This design comes from an exercise in tuning for a short achievable clock period and few clock cycles on the open sky130 flow, not from production work.
Function was checked by simulation only, so behaviour that the tests miss may differ from the original.
Power figures rest on the tool's default switching activity, not on a simulated workload.

==> flow/design.v, too long to show whole: its modules and the start of the top module <==
// module fetch_unit: 94 lines
// module decoder: 61 lines
// module int_registers: 29 lines
// module bypass_ctrl: 39 lines
// module exe_stage: 157 lines
// module prefix_carry: 24 lines
// module mult_pipe: 1890 lines
// module vi_core: 173 lines
module vi_core (
	input  logic                   clk_i,
	input  logic                   reset_i,
	output logic                   mem_read_o,
	output vi_pipe_pkg::mem_addr_t mem_read_addr_o,
	input  logic                   mem_data_ready_i,
	input  vi_pipe_pkg::word_t     mem_data_i,
	output logic                   mem_write_enable_o,
	output vi_pipe_pkg::mem_addr_t mem_write_addr_o,
	output vi_pipe_pkg::word_t     mem_write_data_o
);
  // ...
==> flow/flow/run.sh <==
#!/bin/bash
# The standard layout, with the timing repair asked to leave more setup slack than the
# flow settings allow, so that it works on paths well inside the clock period. Constraints,
# clock period and every other step are the standard ones.
set -euo pipefail
bash standard.sh SETUP_SLACK_MARGIN=6.3 finish > standard_flow.log 2>&1
==> flow/standard.sh <==
#!/bin/bash
# synth_recipe.tcl (not shown) runs the flow's synth.tcl, then flattens the netlist and writes it again
# the make line also repeats each setting of config.mk as NAME=value (left out here)
make -C /OpenROAD-flow-scripts/flow DESIGN_CONFIG=/design/flow/config.mk WORK_HOME=/design/flow/orfs CLKGATE_MAP_FILE= SYNTH_SCRIPT=/design/flow/synth_recipe.tcl "${@:-finish}"
==> flow/config.mk <==
export PLATFORM = sky130hd
export DESIGN_NAME = vi_core
export DESIGN_NICKNAME = vi_core
export VERILOG_FILES = /design/flow/design.v
export SDC_FILE = /design/flow/constraint.sdc
export NUM_CORES = 4
export LEC_CHECK = 0
export CAP_MARGIN = 30
export CORE_MARGIN = 2
export CORE_UTILIZATION = 45
export CTS_CLUSTER_DIAMETER = 80
export CTS_CLUSTER_SIZE = 25
export PLACE_DENSITY = 0.6
export SLEW_MARGIN = 30
==> flow/constraint.sdc <==
create_clock -name core_clock -period 9.0 [get_ports {clk_i}]
set_input_delay 1.8000 -clock core_clock [delete_from_list [all_inputs] [get_ports {clk_i}]]
set_output_delay 1.8000 -clock core_clock [all_outputs]
set_load 0.01 [all_outputs]
==> results.yml, run 1 <==
routing:
  wl_met3_um: 68000
  top_layer: "met5"
  wl_per_cell_um: 38.6
  drt_pass1_iterations: 17
  drc_errors: 0
  detail_route.iter0.violations: 15600
  antenna_left: 0
grt:
  grt_max_degree: 98
  antenna_found_initial: 16
  grt.met3_usage_pct: 17.4
  grt_usage_pct: 41.1
  grt_pass1_vias: 73200
finish:
  inv_count: 365
  dominant_cells: "registers"
  fin_cells: 11300
  drive_gt1_share_pct: 11.6
  diodes: 18
power:
  p_clk_share_pct: 21.0
  seq-power_uw: 11600
sta:
  setup_ws_ns: 5.87
  skew_ns: 0.0693
  hold_ws_ns: 0.328
yosys:
  synth_cells: 8763
  ys.flop_type: "edfxtp_1"
setup_path:
  critPathSlowestCell: "dfxtp_4"
  r2r-end: "exe_stage.x1_a[30]"
  crit_path_start: "fetch_unit.pc_q[13]"
  path_depth: 1
outcome:
  status: "timing/DRC/antenna clean"
placement:
  gp_congestion: 0.976
clock_network:
  postCtsSetupRepairBufs: 59
  clk_pin_slew_worst_paths_ns: 0.09
floorplanning:
  coreArea_um2: 197000
  ios: 109
Testbench counts, summed over its fixed seeds: cycles 18,319.
==> module bypass_ctrl, before the edit <==
module bypass_ctrl (
	input  logic       dec_mul_i,
	input  logic       dec_uses_a_i,
	input  logic       dec_uses_b_i,
	input  logic [4:0] rs1_i,
	input  logic [4:0] rs2_i,
	input  logic       x2_alu_i,
	input  logic       x2_mul_i,
	input  logic [4:0] x2_rd_i,
	input  logic       x3_mul_i,
	input  logic [4:0] x3_rd_i,
	input  logic       alu_v_i,
	input  logic [4:0] alu_rd_i,
	input  logic       mul_v_i,
	input  logic [4:0] mul_rd_i,
	output logic [1:0] pend_a_o,
	output logic [1:0] pend_b_o,
	output logic [2:0] sel_a_o,
	output logic [2:0] sel_b_o,
	output logic       stall_o
);
	function automatic logic [1:0] pending(logic [4:0] src);
		pending[1] = alu_v_i && alu_rd_i == src;
		pending[0] = mul_v_i && mul_rd_i == src;
	endfunction
	function automatic logic [2:0] source(logic [4:0] src);
		logic newest;
		newest = (x2_alu_i || x2_mul_i) && x2_rd_i == src;
		source[2] = newest && x2_mul_i;
		source[1] = newest && x2_alu_i;
		source[0] = !newest && x3_mul_i && x3_rd_i == src;
	endfunction
	assign pend_a_o = pending(rs1_i);
	assign pend_b_o = pending(rs2_i);
	assign sel_a_o = source(rs1_i);
	assign sel_b_o = source(rs2_i);
	assign stall_o = (dec_mul_i && (sel_a_o != 3'b000 || sel_b_o != 3'b000)) ||
		(dec_uses_a_i && sel_a_o[2]) || (dec_uses_b_i && sel_b_o[2]);
endmodule
==> module exe_stage, before the edit <==
module exe_stage (
	input  logic        clk_i,
	input  logic        reset_i,
	input  logic        stall_i,
	input  logic        alu_i,
	input  logic        mul_i,
	input  logic        sw_i,
	input  logic        sub_i,
	input  logic        and_i,
	input  logic        or_i,
	input  logic        imm_sel_i,
	input  logic [4:0]  rd_i,
	input  logic [31:0] imm_i,
	input  logic [31:0] rs1_data_i,
	input  logic [31:0] rs2_data_i,
	input  logic [2:0]  sel_a_i,
	input  logic [2:0]  sel_b_i,
	input  logic [31:0] mul_q_i,
	output logic        mul_start_o,
	output logic [4:0]  x1_rd_o,
	output logic [31:0] mul_a_o,
	output logic [31:0] mul_b_o,
	output logic        x2_alu_o,
	output logic [4:0]  x2_rd_o,
	output logic        alu_v_o,
	output logic [4:0]  alu_rd_o,
	output logic [31:0] alu_q_o,
	output logic        mem_write_enable_o,
	output logic [19:0] mem_write_addr_o,
	output logic [31:0] mem_write_data_o
);
	logic        x1_alu;
	logic        x1_mul;
	logic        x1_sw;
	logic        x1_sub;
	logic        x1_and;
	logic        x1_or;
	logic        x1_imm_sel;
	logic [4:0]  x1_rd;
	logic [31:0] x1_imm;
	logic [31:0] x1_a;
	logic [31:0] x1_b;
	logic [2:0]  x1_sel_a;
	logic [2:0]  x1_sel_b;
	logic [31:0] a;
	logic [31:0] b;
	logic [31:0] b_arith;
	logic        x2_alu;
	logic        x2_sw;
	logic        x2_and;
	logic        x2_or;
	logic [4:0]  x2_rd;
	logic [31:0] x2_g;
	logic [31:0] x2_t;
	logic [31:0] x2_p;
	logic [31:0] x2_gs;
	logic [31:0] x2_ts;
	logic [31:0] carry;
	logic [31:0] borrow;
	logic [31:0] x2_data;
	logic        x2_sub;
	logic [31:0] sum;
	logic [31:0] diff;
	logic [31:0] result;
	always_ff @(posedge clk_i) begin
		if (reset_i) begin
			x1_alu <= 1'b0;
			x1_mul <= 1'b0;
			x1_sw <= 1'b0;
		end else begin
			x1_alu <= alu_i && !stall_i;
			x1_mul <= mul_i && !stall_i;
			x1_sw <= sw_i && !stall_i;
		end
	end
	always_ff @(posedge clk_i) begin
		x1_sub <= sub_i;
		x1_and <= and_i;
		x1_or <= or_i;
		x1_imm_sel <= imm_sel_i;
		x1_rd <= rd_i;
		x1_imm <= imm_i;
		x1_a <= rs1_data_i;
		x1_b <= rs2_data_i;
		x1_sel_a <= sel_a_i;
		x1_sel_b <= sel_b_i;
	end
	assign mul_a_o = x1_a;
	assign mul_b_o = x1_b;
	assign a = x1_sel_a[1] ? alu_q_o : x1_sel_a[0] ? mul_q_i : x1_a;
	assign b = x1_sel_b[1] ? alu_q_o : x1_sel_b[0] ? mul_q_i : x1_b;
	assign b_arith = x1_imm_sel ? x1_imm : b;
	always_ff @(posedge clk_i) begin
		if (reset_i) begin
			x2_alu <= 1'b0;
			x2_sw <= 1'b0;
		end else begin
			x2_alu <= x1_alu;
			x2_sw <= x1_sw;
		end
	end
	always_ff @(posedge clk_i) begin
		x2_sub <= x1_sub;
		x2_and <= x1_and;
		x2_or <= x1_or;
		x2_rd <= x1_rd;
		x2_g <= a & b_arith;
		x2_t <= a | b_arith;
		x2_p <= a ^ b_arith;
		x2_gs <= a & ~b;
		x2_ts <= a | ~b;
		x2_data <= b;
	end
	prefix_carry add_carry (
		.g_i (x2_g),
		.t_i (x2_t),
		.c_o (carry)
	);
	prefix_carry sub_carry (
		.g_i ({x2_gs[31:1], x2_ts[0]}),
		.t_i (x2_ts),
		.c_o (borrow)
	);
	assign sum = x2_p ^ {carry[30:0], 1'b0};
	assign diff = ~x2_p ^ {borrow[30:0], 1'b1};
	always_comb begin
		if (x2_and)
			result = x2_g;
		else if (x2_or)
			result = x2_t;
		else if (x2_sub)
			result = diff;
		else
			result = sum;
	end
	always_ff @(posedge clk_i) begin
		if (reset_i) begin
			alu_v_o <= 1'b0;
			mem_write_enable_o <= 1'b0;
		end else begin
			alu_v_o <= x2_alu;
			mem_write_enable_o <= x2_sw;
		end
	end
	always_ff @(posedge clk_i) begin
		alu_rd_o <= x2_rd;
		alu_q_o <= result;
	end
	always_ff @(posedge clk_i) begin
		mem_write_addr_o <= sum[19:0];
		mem_write_data_o <= x2_data;
	end
	assign mul_start_o = x1_mul;
	assign x1_rd_o = x1_rd;
	assign x2_alu_o = x2_alu;
	assign x2_rd_o = x2_rd;
endmodule
==> inputs of run 2 (changes only) <==
--- a/flow/design.v
+++ b/flow/design.v
@@ -252,3 +252,3 @@
 	assign sel_b_o = source(rs2_i);
-	assign stall_o = (dec_mul_i && (sel_a_o != 3'b000 || sel_b_o != 3'b000)) ||
+	assign stall_o = (dec_mul_i && (sel_a_o[2] || sel_a_o[0] || sel_b_o[2] || sel_b_o[0])) ||
 		(dec_uses_a_i && sel_a_o[2]) || (dec_uses_b_i && sel_b_o[2]);
@@ -344,4 +344,4 @@
 	end
-	assign mul_a_o = x1_a;
-	assign mul_b_o = x1_b;
+	assign mul_a_o = x1_sel_a[1] ? alu_q_o : x1_a;
+	assign mul_b_o = x1_sel_b[1] ? alu_q_o : x1_b;
 	assign a = x1_sel_a[1] ? alu_q_o : x1_sel_a[0] ? mul_q_i : x1_a;
==> run 2 against run 1 <==
Against the previous run: still clean; combinational power rose by 23%; area after synthesis is 0.45% higher; sequential share of layout area shrank 3.6 points; critical path type unchanged; critical endpoint is now mem_write_data_o[27].
==> results.yml, run 2 <==
sta:
  period_share_pct: 35.7
  grt_setup_unrepaired: "yes"
  drv_slew: 0
  setup_viol: 0
  hold_viol_final: 0
  finalSetupTns_ns: 0
  slew_headroom_pct: 13.0
  max_freq_ghz: 0.312
  setup_ws_ns: 5.79
  period_minus_slack_ns: 3.21
  skew_ns: 0.0874
  worstMarginPinSlew_ns: 1.30
setup_path:
  cp.buffers_inverters: 1
  cpLargestDelayFamily: "flip-flops"
  critPathSlowestCell: "dfxtp_4"
  arrival_ns: 1.41
  cpPeakStageDelay_ns: 0.47
  cp-start-kind: "register"
  endpoint_kind: "output pin"
  crit_chain: "buf_6"
  cp_max_fo: 1
  crit_required_ns: 7.20
  path_class: "reg2out"
yosys:
  async_flop_share_pct: 0
  ys_types: 96
  ys_seq_area_share_pct: 52.7
  yosysMostFrequentCell: "nor2_1"
  yosysWarnings: 10
  syn_area_um2: 89800
  synth_edf_count: 1088
  ys_ff_latch: 1819
  synth_area_leader_cell: "edfxtp_1"
  synth.top_cell.area_share_pct: 36.4
  synth_commonest_cells: "nor2_1, edfxtp_1, clkbuf_1"
  synth_cells: 8569
  ys.flop_type: "edfxtp_1"
  synthTopCellsByArea: "edfxtp_1, dfxtp_1, nor2_1"
  avgSynthCellArea_um2: 10.5
grt:
  grt_pass1_vias: 78600
  grt.met3_usage_pct: 23.9
  grt_first_pass_wirelength_um: 639000
  grt-busiest-layer: "met2"
  grt_usage_pct: 45.0
  grtUsageMet2_pct: 60.9
  grt_max_degree: 73
  antenna_found_initial: 47
  grt_use_met1_pct: 52.9
  overflow: 0
floorplanning:
  die_w_um: 451
  ios: 109
  die_h_um: 451
  rows: 164
  start_util_pct: 45.1
  die_area_um2: 203000
  coreArea_um2: 199000
routing:
  drc_errors: 0
  antenna_left: 0
  postRouteWirelength_um: 484000
  via_per_inst: 7.62
  detail_route.iter0.violations: 18700
  drt_pass1_iterations: 21
  dr_total_vias: 87400
  wl_per_cell_um: 42.2
clock_network:
  cts.sinks: 1819
  root_buffer: "clkbuf_16"
  clk_pin_slew_worst_paths_ns: 0.10
  cts_buffers: 110
  hold_buffers: 0
  ctsLongestPathBuffers: 3
  cts_tree: "done"
  clock_latency_ns: 0.87
  htree_levels: 3
placement:
  placed_cell_area_um2: 94100
  post-place-ws_ns: 4.65
  gp_congestion: 0.980
  port_buffers: 106
  place_hpwl_um: 262000
  placed_cells: 10800
power:
  vdd_ir_drop_max_v: 0.000325
  p_leak_uw: 0.0399
  power_density_nw_per_um2: 275
finish:
  nFillCells: 16800
  nNetsFinal: 9025
  final_area_um2: 108000
  finish.utilization_pct: 54.5
  largest-register: "int_registers.regs_q"
  multiInputGateArea_um2: 42400
  syn2layout_area_growth_pct: 20.7
  fin_cells: 11500
  layout_commonest_cell: "nor2_1"
  regArea_um2: 47500
  mostFrequentLayoutCells: "nor2_1, edfxtp_1, dfxtp_1, o21ai_0, a221oi_1"
  reg_top3: "int_registers.regs_q x992, mult_pipe.st1_q x224, mult_pipe.st2_q x63"
  largest_reg_flops: 992
  drive_gt1_share_pct: 20.5
run:
  max-cap-violations: 0
outcome:
  status: "timing/DRC/antenna clean"
hold_path:
  hold_path.class: "reg2reg"
-- run 2: cells by family after synthesis --
logic type	synth area share (%)
AOI/OAI and AO/OA	21.4
DFF	52.7
and+or+nand+nor	10.5
adders and majority gates	6.39
buffers and inverters	5.16
muxes	2.23
xor gates and xnor gates	1.69
other	0.00417
-- run 2: routing by layer --
layer	part of all wire [%]	wire, um
met3	18	88600
met1	32	155000
met2	38	185000
met5	0.26	1240
met4	11	53400
-- run 2: repair_timing --
item	CTS	global route
pin swaps	134	203
gates resized for setup	1143	507
endpoints found under the setup margin	1863	916
buffers inserted	204	143
cloned	60	26
-- run 2: cell type report --
type | instances | area share (%)
Clock buffer | 123 | 2.66
Clock inverter | 84 | 0.923
Tap cell | 2656 | 3.07
Antenna cell | 49 | 0.113
Multi-Input combinational cell | 5550 | 39.1
Inverter | 379 | 1.44
Timing Repair Buffer | 806 | 8.83
Timing Repair inverter | 5 | 0.0369
Sequential cell | 1819 | 43.8
-- run 2: worst paths after layout --
kind	start	endpoint	slack, ns	cells after the start
hold / removal	exe_stage.x2_data[20]	exe_stage.mem_write_data_o[20]	0.31	0
setup / recovery	exe_stage.mem_write_data_o[27]	mem_write_data_o[27]	5.79	1
setup reg to reg	exe_stage.x1_b[5]	mult_pipe.st1_q[206]	5.83	10
hold reg to reg	exe_stage.x2_data[20]	exe_stage.mem_write_data_o[20]	0.31	0
-- run 2: stage by stage --
stage	power, uW	hold WS, ns
6_report	29800	0.305
5_1_grt	30700	0.317
4_1_cts	28400	0.317
3_5_place_dp	21400	0.312
3_3_place_gp	21300	0.310
2_1_floorplan	16800	0.310
-- run 2: power by group --
part	total, uW	internal [uW]	switching [uW]
logic	12400	4720	7670
clock network	6000	2610	3390
registers	11400	10000	1360
Testbench counts of run 2, summed over its fixed seeds: cycles 18,204.

## separate check: timing with driven ports
The results above use ideal ports. As a check the final layouts listed here were re-extracted and re-timed, cells and wires unchanged. Step 1 (the two cells are an assumption about what drives the block):
set clk [get_ports {clk_i}]
set_driving_cell -lib_cell sky130_fd_sc_hd__clkbuf_16 $clk
set_driving_cell -lib_cell sky130_fd_sc_hd__buf_2 [delete_from_list [all_inputs] $clk]
Step 2 adds t to the input delays and takes it off the output delays; t is the mean of the earliest and latest rising clock arrival at the registers after step 1. Input paths then give back, and output paths get back, about the clock's delay inside the block. a / b / c = no drivers / after step 1 / after step 2; a / b = the first two.
run	t, ns	slack for setup (ns)	latest minus earliest clock arrival (ns)	slew at the worst register clock pin (ns)	pins driven straight from the clock port
run 1	0.912	5.867 / 5.772 / 5.551	0.081 / 0.082	0.11 / 0.11	1
run 2	0.914	5.791 / 5.699 / 5.451	0.087 / 0.087	0.11 / 0.11	1
After both steps every run listed still meets setup and hold. The setup slack of run 2, which loses most, moves by -0.092 ns with the drivers and by -0.340 ns with both steps.
